This is an optimization exercise on Yosys and OpenROAD, whose aim is small area and a short achievable clock period, not a production implementation.
The RTL was checked by simulation tests, not by an equivalence proof against the original design.

Setup of oak:
==> flow/design.v <==
package pwm_multi_pkg;
  localparam logic [1:0] REG_COUNT = 2'd0;
  localparam logic [1:0] REG_ON    = 2'd1;
  localparam logic [1:0] REG_OFF   = 2'd2;
  localparam logic [1:0] REG_CTRL  = 2'd3;
  localparam int CTRL_LEVEL      = 0;
  localparam int CTRL_RUNNING    = 1;
  localparam int CTRL_ONE_SHOT   = 2;
  localparam int CTRL_POS_IRQ_EN = 3;
  localparam int CTRL_NEG_IRQ_EN = 4;
  localparam int CTRL_POS_FLAG   = 5;
  localparam int CTRL_NEG_FLAG   = 6;
  localparam int CTRL_INVERT     = 7;
endpackage
module pwm_channel (
  input  logic        clk_i,
  input  logic        rst_i,
  input  logic [31:0] wd_i,        
  input  logic        wd_zero_i,   
  input  logic        cnt_wr_i,    
  input  logic        on_ld_i,     
  input  logic        off_ld_i,    
  input  logic        ctrl_wr_i,   
  output logic [31:0] cnt_o,
  output logic [31:0] on_o,
  output logic [31:0] off_o,
  output logic [7:0]  ctrl_o,
  output logic        out_o,
  output logic        irq_o        
);
  logic [31:0] cnt_q, on_q, off_q, offa_q;
  logic level_q, running_q, one_shot_q, pos_en_q, neg_en_q, pos_flag_q, neg_flag_q, invert_q;
  logic        zero;
  logic [31:0] zl;         
  logic        start, stop, act, load_on, load_off, dec, os_end;
  logic        s_on, s_off, s_cnt;
  logic [31:0] pz [6];
  always_comb begin
    pz[0] = ~cnt_q;
    for (int l = 0; l < 5; l++) begin
      for (int i = 0; i < 32; i++) begin
        if ((i >> l) & 1) pz[l+1][i] = pz[l][i] & pz[l][((i >> l) << l) - 1];
        else              pz[l+1][i] = pz[l][i];
      end
    end
  end
  assign zl   = {pz[5][30:0], 1'b1};
  logic z_q, on_z_q, off_z_q, offa_z_q, cnt_one;
  assign zero    = z_q;
  assign cnt_one = cnt_q[0] & ~|cnt_q[31:1];
  assign start    = ctrl_wr_i & wd_i[1] & ~running_q;
  assign stop     = ctrl_wr_i & ~wd_i[1] & running_q;
  assign act      = running_q & ~stop;
  assign load_on  = start | (act & zero & ~level_q);
  assign load_off = act & zero & level_q & ~one_shot_q;
  assign os_end   = act & zero & level_q & one_shot_q;
  assign dec      = act & ~zero;
  assign s_on  = ~cnt_wr_i & load_on;
  assign s_off = ~cnt_wr_i & load_off;
  assign s_cnt = ~cnt_wr_i & ~start;
  logic [31:0] cnt_d;
  assign cnt_d = ({32{cnt_wr_i}} & wd_i) | ({32{s_on}} & on_q) | ({32{s_off}} & offa_q) |
                 ({32{s_cnt}} & (cnt_q ^ ({32{dec}} & zl)));
  logic z_d;
  always_comb begin
    if (cnt_wr_i)   z_d = wd_zero_i;
    else if (s_on)  z_d = on_z_q;
    else if (s_off) z_d = offa_z_q;
    else if (dec)   z_d = cnt_one;
    else            z_d = z_q;
  end
  always_ff @(posedge clk_i) begin
    cnt_q <= cnt_d;
    z_q   <= z_d;
    if (on_ld_i)  on_z_q  <= wd_zero_i;
    if (off_ld_i) off_z_q <= wd_zero_i;
    if (!level_q) offa_z_q <= off_z_q;
    if (on_ld_i)  on_q  <= wd_i;
    if (off_ld_i) off_q <= wd_i;
    if (!level_q) offa_q <= off_q;
  end
  logic level_d, running_d, one_shot_d, pos_en_d, neg_en_d, pos_flag_d, neg_flag_d, invert_d;
  logic out_q;
  always_comb begin
    level_d    = load_on | (level_q & ~(stop | load_off | os_end));
    running_d  = ctrl_wr_i ? wd_i[1] : running_q;
    one_shot_d = ctrl_wr_i ? wd_i[2] : one_shot_q;
    pos_en_d   = ctrl_wr_i ? wd_i[3] : pos_en_q;
    neg_en_d   = ctrl_wr_i ? wd_i[4] : neg_en_q;
    invert_d   = ctrl_wr_i ? wd_i[7] : invert_q;
    pos_flag_d = load_on | (pos_flag_q & ~(ctrl_wr_i & wd_i[5]));
    neg_flag_d = load_off | os_end | (neg_flag_q & ~(ctrl_wr_i & wd_i[6]));
    if (os_end) running_d = 1'b0;
    if (rst_i) begin
      level_d    = 1'b0;
      running_d  = 1'b0;
      one_shot_d = 1'b0;
      pos_en_d   = 1'b0;
      neg_en_d   = 1'b0;
      pos_flag_d = 1'b0;
      neg_flag_d = 1'b0;
      invert_d   = 1'b0;
    end
  end
  always_ff @(posedge clk_i) begin
    level_q    <= level_d;
    running_q  <= running_d;
    one_shot_q <= one_shot_d;
    pos_en_q   <= pos_en_d;
    neg_en_q   <= neg_en_d;
    pos_flag_q <= pos_flag_d;
    neg_flag_q <= neg_flag_d;
    invert_q   <= invert_d;
    out_q      <= level_d ^ invert_d;
  end
  assign cnt_o  = cnt_q;
  assign on_o   = on_q;
  assign off_o  = off_q;
  assign ctrl_o = {invert_q, neg_flag_q, pos_flag_q, neg_en_q, pos_en_q, one_shot_q, running_q, level_q};
  assign out_o  = out_q;
  assign irq_o  = (pos_flag_d & pos_en_d) | (neg_flag_d & neg_en_d);   
endmodule
module pwm_multi
#(
  parameter int NUM_CHANNELS  = 8,
  parameter int COUNTER_WIDTH = 32,
  localparam int ADDR_W       = $clog2(NUM_CHANNELS) + 2
) (
  input  logic                    csi_clk,
  input  logic                    rsi_reset,
  input  logic [ADDR_W-1:0]       avs_s0_address,
  input  logic                    avs_s0_read,
  input  logic                    avs_s0_write,
  input  logic [31:0]             avs_s0_writedata,
  output logic [31:0]             avs_s0_readdata,
  output logic                    ins_irq_n,
  output logic [NUM_CHANNELS-1:0] coe_conduit_output
);
  localparam int NCH = 8;
  logic [31:0] wd;
  logic [NCH-1:0] ch_sel;
  logic [3:0]     reg_sel;
  logic [NCH-1:0] irq_vec;
  logic [31:0]    cnt [NCH];
  logic [31:0]    on  [NCH];
  logic [31:0]    off [NCH];
  logic [7:0]     ctrl[NCH];
  logic [31:0]    readdata_q;
  logic wd_zero;
  assign wd      = avs_s0_writedata & {32{~rsi_reset}};
  assign wd_zero = ~|wd;
  always_comb begin
    for (int i = 0; i < NCH; i++) ch_sel[i] = (avs_s0_address[4:2] == 3'(i));
    for (int r = 0; r < 4; r++)   reg_sel[r] = (avs_s0_address[1:0] == 2'(r));
  end
  generate
    for (genvar g = 0; g < NCH; g++) begin : g_ch
      logic we;
      assign we = avs_s0_write & ch_sel[g];
      pwm_channel u_ch (
        .clk_i     (csi_clk),
        .rst_i     (rsi_reset),
        .wd_i      (wd),
        .wd_zero_i (wd_zero),
        .cnt_wr_i  (rsi_reset | (we & reg_sel[0])),
        .on_ld_i   (rsi_reset | (we & reg_sel[1])),
        .off_ld_i  (rsi_reset | (we & reg_sel[2])),
        .ctrl_wr_i (we & reg_sel[3]),
        .cnt_o     (cnt[g]),
        .on_o      (on[g]),
        .off_o     (off[g]),
        .ctrl_o    (ctrl[g]),
        .out_o     (coe_conduit_output[g]),
        .irq_o     (irq_vec[g])
      );
    end
  endgenerate
  logic        rd_en, hold;
  logic [31:0] rd_d;
  assign rd_en = avs_s0_read & ~rsi_reset;
  assign hold  = ~avs_s0_read & ~rsi_reset;
  always_comb begin
    rd_d = readdata_q & {32{hold}};
    for (int i = 0; i < NCH; i++) begin
      rd_d = rd_d | (cnt[i]          & {32{rd_en & ch_sel[i] & reg_sel[0]}});
      rd_d = rd_d | (on[i]           & {32{rd_en & ch_sel[i] & reg_sel[1]}});
      rd_d = rd_d | (off[i]          & {32{rd_en & ch_sel[i] & reg_sel[2]}});
      rd_d = rd_d | ({24'd0, ctrl[i]} & {32{rd_en & ch_sel[i] & reg_sel[3]}});
    end
  end
  always_ff @(posedge csi_clk) readdata_q <= rd_d;
  assign avs_s0_readdata = readdata_q;
  logic irq_n_q;
  always_ff @(posedge csi_clk) irq_n_q <= ~|irq_vec;
  assign ins_irq_n       = irq_n_q;
endmodule
clock: 5.0 ns
lec_check: 0
cap_margin: 20
core_margin: 2
core_utilization: 50
cts_cluster_diameter: 100
cts_cluster_size: 25
setup_slack_margin: 2.3
slew_margin: 20
run.sh (not shown) runs the stock make flow with config.mk's settings and CLKGATE_MAP_FILE= SYNTH_SCRIPT=/design/flow/synth_recipe.tcl, a recipe that flattens the netlist after the stock synthesis.
The inputs of cedar differ from those of oak as listed below.
--- a/flow/design.v
+++ b/flow/design.v
@@ -148,7 +148,7 @@
   logic [31:0]    readdata_q;
   logic wd_zero;
   assign wd      = avs_s0_writedata & {32{~rsi_reset}};
-  assign wd_zero = ~|wd;
+  assign wd_zero = rsi_reset | ~|avs_s0_writedata;   
   always_comb begin
     for (int i = 0; i < NCH; i++) ch_sel[i] = (avs_s0_address[4:2] == 3'(i));
     for (int r = 0; r < 4; r++)   reg_sel[r] = (avs_s0_address[1:0] == 2'(r));
Findings:
Critical path depth ended up 1 higher on cedar than on oak. Critical path launch point = avs_s0_writedata[2]: cedar; critical path launch point = rsi_reset: oak. Against oak, cedar reports a required time of the worst setup path that is lower. Compared to oak, cedar shows a narrower setup margin. cedar vs. oak: proportion of synthesized chip area in sequential cells +0.29 points, cell area -0.63%, number of antenna violations at the first check in global routing +4, worst hold-check slack ~0 delta.

==> what the ideal ports hide <==
In the flow no input, the clock included, has a driving cell. The finished layouts below were timed again as built, in two steps. Step 1 assumes that a clkbuf_16 drives the clock port and a buf_2 every other input. Step 2 also shifts input and output timing later by t, the mid clock arrival at the registers, as if the neighbouring blocks saw the same clock. a / b / c = ideal ports / drivers / drivers and shift; a / b = the first two.
| run | t (ns) | setup WS [ns] | clock arrival spread, ns | worst register clock-pin slew, ns | worst data-port slew with drivers (ns) |
|---|---|---|---|---|---|
| oak | 0.789 | 2.187 / 2.200 / 1.417 | 0.058 / 0.058 | 0.12 / 0.12 | 0.05 |
| cedar | 0.784 | 2.174 / 2.194 / 1.442 | 0.038 / 0.038 | 0.11 / 0.11 | 0.04 |
After both steps setup and hold are still met in every run listed. The setup slack of oak, which loses most, moves by +0.013 ns with the drivers and by -0.770 ns with both steps.
